This is an optimization exercise on Yosys and OpenROAD, whose aim is small area, a short achievable clock period and few clock cycles per item, not a production implementation. RTL that was checked went through simulation tests only; none was proved equivalent to the original. Power and IR drop assume default switching activity.

the reference run:
Design risc14Exec, start of the top module:
module risc14Exec
(
	input wire logic Clock_not,
	input wire logic rstN,
	input wire logic psel,
	input wire logic penable,
	input wire logic pwrite,
	input wire logic [8-1:0] paddr,
	input wire logic [32-1:0] pwdata,
	output logic [32-1:0] prdata,
	output logic pready,
	output logic pslverr
);
clock: 7.5 ns
lec_check: 0
abc_area: 1
cap_margin: 20
core_margin: 2
core_utilization: 50
setup_slack_margin: 4.5
slew_margin: 20
run.sh (not shown) runs the stock make flow with config.mk's settings and CLKGATE_MAP_FILE= SYNTH_SCRIPT=/design/flow/synth_recipe.tcl, a recipe that flattens the netlist after the stock synthesis.
diff inputs: the reference run => the trial run
Settings: changing SETUP_SLACK_MARGIN from 4.5 to 3.5.
==> comparison <==
Lower time the final worst path needs with I/O delays and setup was reported by the reference run, not the trial run. On vias per cell: the trial run sits below the reference run. Per the comparison of the trial run with the reference run, maximum frequency decreased by 14% relative to the old numbers; proportion of total power due to net switching closely matched the old numbers; global routing usage on met1 decreased by 0.97 points relative to the old numbers; sequential share of layout area increased by 3.9 points relative to the old numbers; total wire length after detailed routing decreased by about 6% relative to the old numbers. The worst hold margin of the trial run and that of the reference run are within noise of each other. The final layout from the trial run, which completed every stage, passed the timing, design-rule and antenna checks at the end of the flow. In the tables for the trial run and the reference run, critical path depth reads lower with the trial run.
No run of this note included a check of the RTL's function; only the layout flow was run.


risc14Exec, a different RTL version from the one above (not shown whole).
Size: roughly 2100 cells after synthesis, roughly 290 flip-flops, ~79 I/O pins.
// risc14Exec
module risc14Exec
(
	input wire logic Clock_not,
	input wire logic rstN,
	input wire logic psel,
	input wire logic penable,
	input wire logic pwrite,
	input wire logic [8-1:0] paddr,
	input wire logic [32-1:0] pwdata,
	output logic [32-1:0] prdata,
	output logic pready,
	output logic pslverr
);
==> flow/config.mk <==
export PLATFORM = sky130hd
export DESIGN_NAME = risc14Exec
export DESIGN_NICKNAME = risc14Exec
export VERILOG_FILES = /design/flow/design.v
export SDC_FILE = /design/flow/constraint.sdc
export NUM_CORES = 4
export LEC_CHECK = 0
export ABC_AREA = 1
export CAP_MARGIN = 20
export CORE_MARGIN = 2
export CORE_UTILIZATION = 50
export PLACE_DENSITY = 0.72
export SETUP_SLACK_MARGIN = 5.0
export SLEW_MARGIN = 20
export TNS_END_PERCENT = 5
==> flow/constraint.sdc <==
create_clock -name core_clock -period 7.5 [get_ports {Clock_not}]
set_input_delay 1.5000 -clock core_clock [delete_from_list [all_inputs] [get_ports {Clock_not}]]
set_output_delay 1.5000 -clock core_clock [all_outputs]
set_load 0.01 [all_outputs]
standard.sh (not shown) runs the stock make flow with config.mk's settings and CLKGATE_MAP_FILE= SYNTH_SCRIPT=/design/flow/synth_recipe.tcl, a recipe that flattens the netlist after the stock synthesis.
==> flow/flow/run.sh <==
#!/bin/bash
# Standard layout, with the port buffers made from plain buffers instead of
# the cell buffer_ports picks by default (often a delay cell).
set -e
cp standard.sh standard.sh.txt 2>/dev/null || true
export BUFFER_PORTS_ARGS="-buffer_cell sky130_fd_sc_hd__buf_4"
bash standard.sh > standard.log 2>&1
The first run completed without violations.
==> next run, changes <==
PLACE_DENSITY = unset   (was 0.72)
TNS_END_PERCENT = 1   (was 5)
Outcome: The changed run completed with no timing, DRC or antenna violations. Setup slack gets better by 18 ps. Via count drops by 1.6%. Sequential share of layout area drops by 0.78 points. Synthesized area is unchanged.
==> next run, changes <==
SETUP_SLACK_MARGIN = 4.7   (was 5.0)
TNS_END_PERCENT = 5   (was 1)
Worst hold slack barely changes.
Die area does not change.
Final cell count is about the same.
Worst setup slack barely changes.
Final area shrinks slightly.
Utilization shrinks by 0.60 points.
No functional check of the RTL was part of any run of this note.


risc14Exec, a different RTL version from the one above (not shown whole).
Size in the first run: about 280 flip-flops, about 79 I/O pins, roughly 17000 um2 of cells after synthesis.
make LEC_CHECK=0 ABC_AREA=1 CAP_MARGIN=20 CORE_MARGIN=2 CORE_UTILIZATION=50 SETUP_SLACK_MARGIN=4.5 SLEW_MARGIN=20 finish   # period 7.5 ns
run.sh (not shown) runs the stock make flow with config.mk's settings and CLKGATE_MAP_FILE= SYNTH_SCRIPT=/design/flow/synth_recipe.tcl, a recipe that flattens the netlist after the stock synthesis.
Stock flow here: none of the scripts above is used.
The starting point went through all stages and came out clean.
Testbench counts at the start, summed over its fixed seeds: cycles 19,530, transfers 9,600.
Next try:
SETUP_SLACK_MARGIN = 4.0   (was 4.5)
Effect: The changed run went through all stages and came out clean; die area is unchanged; worst setup slack is worse by 0.37 ns; wire length is lower by a few percent; via count shrinks by a few percent; design area goes down by a little under a tenth; final cell count went down by a few percent; non-clock buffer count goes down by 77; total power is lower by a few percent.


Another version of the RTL of risc14Exec (not shown whole).
For scale: roughly 280 flip-flops, about 17,000 um^2 of cells after synthesis.
Design risc14Exec, start of the top module:
module risc14Exec
(
	input wire logic Clock_not,
	input wire logic rstN,
	input wire logic psel,
	input wire logic penable,
	input wire logic pwrite,
	input wire logic [8-1:0] paddr,
	input wire logic [32-1:0] pwdata,
	output logic [32-1:0] prdata,
	output logic pready,
	output logic pslverr
);
Settings: LEC_CHECK=0, ABC_AREA=1, CAP_MARGIN=20, CORE_MARGIN=2, CORE_UTILIZATION=50, SETUP_SLACK_MARGIN=4.5, SLEW_MARGIN=20, TNS_END_PERCENT=5; clock period 7.5 ns.
standard.sh (not shown) runs the stock make flow with config.mk's settings and CLKGATE_MAP_FILE= SYNTH_SCRIPT=/design/flow/synth_recipe.tcl, a recipe that flattens the netlist after the stock synthesis.
Scripts as last shown in full above: flow/flow/run.sh
Testbench counts at the start, summed over its fixed seeds: cycles 19,530, transfers 9,600.
Rerun with:
- TNS_END_PERCENT: 5 -> default
Outcome:
- register-to-register slack improves by 0.08 ns
- synthesized area does not change
- core utilization came out higher by 2.1 points
- worst hold slack gains 0.0051 ns
- total power climbs by 2.5%
- maximum frequency went up by 1.7%
- via count climbs by 1.7%
- final cell count went up by 1.3%
- clock-buffer cell count came out higher by 1
- sequential cell count stays the same
Rerun with:
- ABC_AREA: 1 -> 0
- TNS_END_PERCENT: default -> 5
After rerunning: Utilization went down by 1.9 points. Wire length went down by 3.9%. Cell count went down by 19%. Power went up by 7.2%. Sequential power went up by about 3%. Sequential share of layout area went up by 1.2 points. Clock power went down by about 9%. Synthesized cell count went down by 20%. Maximum frequency went down by 4.1%. Sequential cell count stays the same. Worst setup slack loses 0.13 ns.
Rerun with:
- ABC_AREA: 0 -> 1
- CTS_BUF_LIST: default -> sky130_fd_sc_hd__clkbuf_8
- CTS_CLUSTER_SIZE: default -> 20
Synthesized area rose by about 0.4%; via count went up by 5.8%; setup slack got worse by 0.036 ns; final area grows by about 0.5%; total power is lower by 8.4%; first-iteration DRC count climbs by 7.1%; clock-buffer cell count went up by 17; utilization rises by 0.15 points.
Rerun with:
- CTS_BUF_LIST: sky130_fd_sc_hd__clkbuf_8 -> default
- CTS_CLUSTER_SIZE: 20 -> default
- SETUP_SLACK_MARGIN: 4.5 -> 5.0
What happened:
- The changed run completed with no timing, DRC or antenna violations
- sequential share of layout area stays flat
- area after synthesis is unchanged
- critical path depth came out higher by 1
- register-to-register slack gets better by 0.08 ns

## re-timing with driven ports
Ports are ideal in the flow. The routed layouts listed here were re-timed in OpenROAD. Step 1 assumes that a clkbuf_16 drives the clock port and a buf_2 every other input. Step 2 adds t to the input delays and takes it off the output delays; t is the mean of the earliest and latest rising clock arrival at the registers after step 1. Input paths then give back, and output paths get back, about the clock's delay inside the block. a / b / c = ideal / step 1 / step 2; a / b = the first two.
| run | shift t [ns] | setup slack, ns | hold WS [ns] | worst setup path at the end |
|---|---|---|---|---|
| the reference run | 0.612 | 4.097 / 4.097 / 3.839 | 0.502 / 0.502 / 0.502 | input to register |
| the trial run | 0.636 | 3.555 / 3.579 / 2.943 | 0.501 / 0.501 / 0.501 | input to register |
| the first run of note 2 | 0.613 | 4.521 / 4.521 / 3.908 | 0.481 / 0.481 / 0.481 | input to register |
| the second run of note 2 | 0.591 | 4.540 / 4.531 / 3.939 | 0.501 / 0.501 / 0.501 | input to register |
| the third run of note 2 | 0.597 | 4.538 / 4.547 / 3.949 | 0.500 / 0.500 / 0.500 | input to register |
| the first run of note 3 | 0.609 | 4.401 / 4.371 / 3.763 | 0.534 / 0.534 / 0.534 | input to register |
| the second run of note 3 | 0.613 | 4.027 / 4.055 / 3.443 | 0.554 / 0.554 / 0.554 | input to register |
| the first run of note 4 | 0.619 | 4.396 / 4.427 / 3.808 | 0.524 / 0.524 / 0.524 | input to register |
| the second run of note 4 | 0.615 | 4.449 / 4.480 / 3.866 | 0.529 / 0.529 / 0.529 | input to register |
| the third run of note 4 | 0.586 | 4.320 / 4.325 / 3.739 | 0.545 / 0.545 / 0.545 | input to register |
| the fourth run of note 4 | 0.657 | 4.284 / 4.315 / 3.657 | 0.522 / 0.522 / 0.522 | input to register |
| the fifth run of note 4 | 0.621 | 4.449 / 4.476 / 3.854 | 0.518 / 0.518 / 0.518 | input to register |
After both steps every run listed still meets setup and hold. For the first run of note 3, which loses most, drivers alone change the setup slack by -0.030 ns; drivers and shift together by -0.638 ns.
